Background: an optimization exercise with open tools, aiming at small area. Do not read the settings as production practice. At most, simulation tests tie the RTL to the original design; equivalence was not proved.

==> inputs of branch amber <==
==> flow/design.v <==
module keccak_squeeze_buf #(
    parameter  int MAX_RATE_LANES = 21,
    localparam int OUT_BUF_SIZE   = 64
) (
    input  logic                         clk_i,
    input  logic                         rst_ni,
    input  logic [4:0][4:0][63:0]        state_i,
    input  logic                         state_valid_i,
    output logic                         state_ready_o,
    input  logic [4:0]                   rate_lanes_i,
    input  logic                         abort_i,
    output logic [OUT_BUF_SIZE-1:0]      dout_o,
    output logic                         dout_valid_o,
    input  logic                         dout_ready_i,
    output logic                         dout_last_o,
    output logic                         busy_o
);
    localparam int NL = MAX_RATE_LANES;
    logic                stream_q;   
    logic                idle_q;     
    logic                pol_q;      
    logic [4:0]          cnt_q;      
    logic [4:0]          last_q;     
    logic [4:0]          last_eff;
    logic [NL-1:0]       sel;        
    logic [NL-1:0][63:0] held_q;
    logic [NL-1:0][63:0] state_lanes;
    logic                inv;
    logic                load;
    logic                xfer;
    logic                is_last;
    always_comb begin
        last_eff = rate_lanes_i - 5'd1;
        if (rate_lanes_i == 5'd0)
            last_eff = 5'd0;
        else if (rate_lanes_i > 5'(NL))
            last_eff = 5'(NL - 1);
    end
    assign state_lanes = state_i[NL-1:0];
    assign is_last = (cnt_q == last_q);
    assign load    = !stream_q && state_valid_i && !abort_i;
    assign xfer    = stream_q && dout_ready_i;
    always_ff @(posedge clk_i or negedge rst_ni) begin
        if (!rst_ni) begin
            stream_q <= 1'b0;
            idle_q   <= 1'b1;
            cnt_q    <= '1;
        end else if (abort_i || (xfer && is_last)) begin
            stream_q <= 1'b0;
            idle_q   <= 1'b1;
            cnt_q    <= '1;
        end else if (load) begin
            stream_q <= 1'b1;
            idle_q   <= 1'b0;
            cnt_q    <= '0;
        end else if (xfer) begin
            cnt_q    <= cnt_q + 5'd1;
        end
    end
    always_ff @(posedge clk_i) begin
        if (load)
            last_q <= last_eff;
    end
    always_comb begin
        for (int i = 0; i < NL; i++)
            sel[i] = (cnt_q == 5'(i));
    end
    always_ff @(posedge clk_i) begin
        pol_q <= !(stream_q && pol_q);
        for (int i = 0; i < NL; i++)
            held_q[i] <= ~((held_q[i] | {64{idle_q}}) & (state_lanes[i] | {64{stream_q}}));
    end
    for (genvar b = 0; b < 64; b++) begin : g_bit
        logic [NL-1:0] col;
        for (genvar i = 0; i < NL; i++) begin : g_lane
            assign col[i] = held_q[i][b];
        end
        keccak_squeeze_buf_omux #(.N(NL)) u_omux (
            .d_i   (col),
            .sel_i (sel),
            .inv_i (inv),
            .q_o   (dout_o[b])
        );
    end
    assign inv           = pol_q && stream_q;
    assign state_ready_o = !stream_q;
    assign dout_valid_o  = stream_q;
    assign busy_o        = stream_q;
    assign dout_last_o   = stream_q && is_last;
endmodule
module keccak_squeeze_buf_omux #(
    parameter int N = 21
) (
    input  logic [N-1:0] d_i,
    input  logic [N-1:0] sel_i,
    input  logic         inv_i,
    output logic         q_o
);
    localparam int G = (N + 2) / 3;
    logic [3*G-1:0] d, s;
    logic [G-1:0]   y_n;
    assign d = (3*G)'(d_i);
    assign s = (3*G)'(sel_i);
    for (genvar g = 0; g < G; g++) begin : g_grp
        keccak_squeeze_buf_aoi3 u_aoi (.d_i(d[3*g +: 3]), .s_i(s[3*g +: 3]), .y_no(y_n[g]));
    end
    assign q_o = ~&y_n ^ inv_i;
endmodule
module keccak_squeeze_buf_aoi3 (
    input  logic [2:0] d_i,
    input  logic [2:0] s_i,
    output logic       y_no
);
    assign y_no = ~|(d_i & s_i);
endmodule
==> flow/flow/run.sh <==
#!/bin/bash
# Standard ORFS layout, with smaller port buffers and a leaner clock tree.
set -euo pipefail
bash standard.sh \
  'BUFFER_PORTS_ARGS=-buffer_cell sky130_fd_sc_hd__buf_1' \
  'CTS_ARGS=-sink_clustering_enable -repair_clock_nets -dont_use_dummy_load -sink_clustering_size 16 -sink_clustering_max_diameter 60 -buf_list {sky130_fd_sc_hd__clkbuf_4 sky130_fd_sc_hd__clkbuf_8}' \
  finish > standard.log 2>&1
==> flow/standard.sh <==
#!/bin/bash
# synth_recipe.tcl (not shown) runs the flow's synth.tcl, then flattens the netlist and writes it again
# the make line also repeats each setting of config.mk as NAME=value (left out here)
make -C /OpenROAD-flow-scripts/flow DESIGN_CONFIG=/design/flow/config.mk WORK_HOME=/design/flow/orfs CLKGATE_MAP_FILE= SYNTH_SCRIPT=/design/flow/synth_recipe.tcl "${@:-finish}"
==> flow/config.mk <==
export PLATFORM = sky130hd
export DESIGN_NAME = keccak_squeeze_buf
export DESIGN_NICKNAME = keccak_squeeze_buf
export VERILOG_FILES = /design/flow/design.v
export SDC_FILE = /design/flow/constraint.sdc
export NUM_CORES = 4
export LEC_CHECK = 0
export CAP_MARGIN = 20
export CORE_AREA = 10 10 570 570
export DIE_AREA = 0 0 580 580
export SLEW_MARGIN = 20
export SYNTH_HIERARCHICAL = 1
export SYNTH_MINIMUM_KEEP_SIZE = 0
==> flow/constraint.sdc <==
create_clock -name core_clock -period 7.0 [get_ports {clk_i}]
set_input_delay 1.4000 -clock core_clock [delete_from_list [all_inputs] [get_ports {clk_i}]]
set_output_delay 1.4000 -clock core_clock [all_outputs]
set_load 0.01 [all_outputs]
==> inputs of branch indigo, as changes to branch amber <==
==> flow/design.v, changed modules only <==
module keccak_squeeze_buf #(
    parameter  int MAX_RATE_LANES = 21,
    localparam int OUT_BUF_SIZE   = 64
) (
    input  logic                         clk_i,
    input  logic                         rst_ni,
    input  logic [4:0][4:0][63:0]        state_i,
    input  logic                         state_valid_i,
    output logic                         state_ready_o,
    input  logic [4:0]                   rate_lanes_i,
    input  logic                         abort_i,
    output logic [OUT_BUF_SIZE-1:0]      dout_o,
    output logic                         dout_valid_o,
    input  logic                         dout_ready_i,
    output logic                         dout_last_o,
    output logic                         busy_o
);
    localparam int NL = MAX_RATE_LANES;
    logic                stream_q;   
    logic                idle_q;     
    logic                pol_q;      
    logic [NL-1:0]       sel_q;      
    logic [4:0]          rem_q;      
    logic [4:0]          rem_eff;
    logic [NL-1:0][63:0] held_q;
    logic [NL-1:0][63:0] state_lanes;
    logic [63:0]         lane_sel;
    logic                load;
    logic                xfer;
    logic                is_last;
    always_comb begin
        rem_eff = rate_lanes_i - 5'd1;
        if (rate_lanes_i == 5'd0)
            rem_eff = 5'd0;
        else if (rate_lanes_i > 5'(NL))
            rem_eff = 5'(NL - 1);
    end
    assign state_lanes = state_i[NL-1:0];
    assign is_last = (rem_q == 5'd0);
    assign load    = !stream_q && state_valid_i && !abort_i;
    assign xfer    = stream_q && dout_ready_i;
    always_ff @(posedge clk_i or negedge rst_ni) begin
        if (!rst_ni) begin
            stream_q <= 1'b0;
            idle_q   <= 1'b1;
            sel_q    <= '0;
            rem_q    <= '0;
        end else if (abort_i || (xfer && is_last)) begin
            stream_q <= 1'b0;
            idle_q   <= 1'b1;
            sel_q    <= '0;
            rem_q    <= '0;
        end else if (load) begin
            stream_q <= 1'b1;
            idle_q   <= 1'b0;
            sel_q    <= NL'(1);
            rem_q    <= rem_eff;
        end else if (xfer) begin
            sel_q    <= {sel_q[NL-2:0], 1'b0};
            rem_q    <= rem_q - 5'd1;
        end
    end
    always_ff @(posedge clk_i) begin
        pol_q <= !(stream_q && pol_q);
        for (int i = 0; i < NL; i++)
            held_q[i] <= ~((held_q[i] | {64{idle_q}}) & (state_lanes[i] | {64{stream_q}}));
    end
    always_comb begin
        lane_sel = '0;
        for (int i = 0; i < NL; i++)
            lane_sel = lane_sel | (held_q[i] & {64{sel_q[i]}});
    end
    assign dout_o        = lane_sel ^ {64{pol_q && stream_q}};
    assign state_ready_o = !stream_q;
    assign dout_valid_o  = stream_q;
    assign busy_o        = stream_q;
    assign dout_last_o   = stream_q && is_last;
endmodule
// module keccak_squeeze_buf_omux removed
// module keccak_squeeze_buf_aoi3 removed
==> flow/flow/run.sh (replaced) <==
#!/bin/bash
# Standard ORFS layout, with smaller port buffers and a leaner clock tree.
set -euo pipefail
bash standard.sh \
  'BUFFER_PORTS_ARGS=-buffer_cell sky130_fd_sc_hd__buf_1' \
  'CTS_ARGS=-sink_clustering_enable -repair_clock_nets -dont_use_dummy_load -sink_clustering_size 24 -sink_clustering_max_diameter 80 -buf_list {sky130_fd_sc_hd__clkbuf_4 sky130_fd_sc_hd__clkbuf_8}' \
  finish > standard.log 2>&1
--- a/flow/config.mk
+++ b/flow/config.mk
@@ -7,7 +7,5 @@
 export LEC_CHECK = 0
 export CAP_MARGIN = 20
-export CORE_AREA = 10 10 570 570
-export DIE_AREA = 0 0 580 580
+export CORE_AREA = 10 10 450 450
+export DIE_AREA = 0 0 460 460
 export SLEW_MARGIN = 20
-export SYNTH_HIERARCHICAL = 1
-export SYNTH_MINIMUM_KEEP_SIZE = 0
==> qor summary <==
metric                                                             branch amber              branch indigo
Count of synthesis-stage warnings from yosys                                  8                          2
Result of the run                                      timing/DRC/antenna clean  aborted with a tool error
Last stage reached                                                            -          I/O pin placement
Adder and majority gate portion of the synthesized area                  0.200%                    0.0822%
Compound-Gate Fraction of Synth Area                                      29.8%                      30.2%
Mean cell area of the mapped netlist                                   11.5 µm²                   10.7 µm²
Count of standard-cell rows                                                 205                        161
Number of synthesized flops with an enable pin                                5                          0
Xor and xnor area share after synthesis                                   1.42%                      1.25%
Post-synthesis instance area                                          43700 µm²                  45700 µm²
Flip-flop and latch count after synthesis                                  1357                       1373
Effective utilization at floorplan                                        14.0%                      23.7%
Area fraction of the dominant cell type after synthesis                   61.6%                      58.9%
Share of synthesized flip-flops with an asynchronous set or reset        0.516%                      2.04%
Die extent in x                                                          580 µm                     460 µm
Simple-gate share of the synthesized area                                 2.89%                      3.75%
Fraction of the yosys area taken by sequential cells                      62.3%                      60.5%
The RTL of branch indigo was laid out without a check of its function.

static timing again, ports no longer ideal:
Ports are ideal in the flow. The routed layout listed here was re-timed in OpenROAD.
Step 1 (the two cells are an assumption about what drives the block):
set clk [get_ports {clk_i}]
set_driving_cell -lib_cell sky130_fd_sc_hd__clkbuf_16 $clk
set_driving_cell -lib_cell sky130_fd_sc_hd__buf_2 [delete_from_list [all_inputs] $clk]
Step 2 adds t to the input delays and takes it off the output delays; t is the mean of the earliest and latest rising clock arrival at the registers after step 1. Input paths then give back, and output paths get back, about the clock's delay inside the block.
Three values: ideal ports, drivers, drivers and shift; two values: the first two.
run: branch amber
t, ns: 0.953
slack for setup (ns): 0.355 / 0.268 / 1.221
worst setup path after step 2: register to output
worst register clock-pin slew, ns: 0.11 / 0.11
After both steps setup and hold are still met in branch amber. The setup slack of branch amber moves by -0.087 ns with the drivers and by +0.866 ns with both steps.
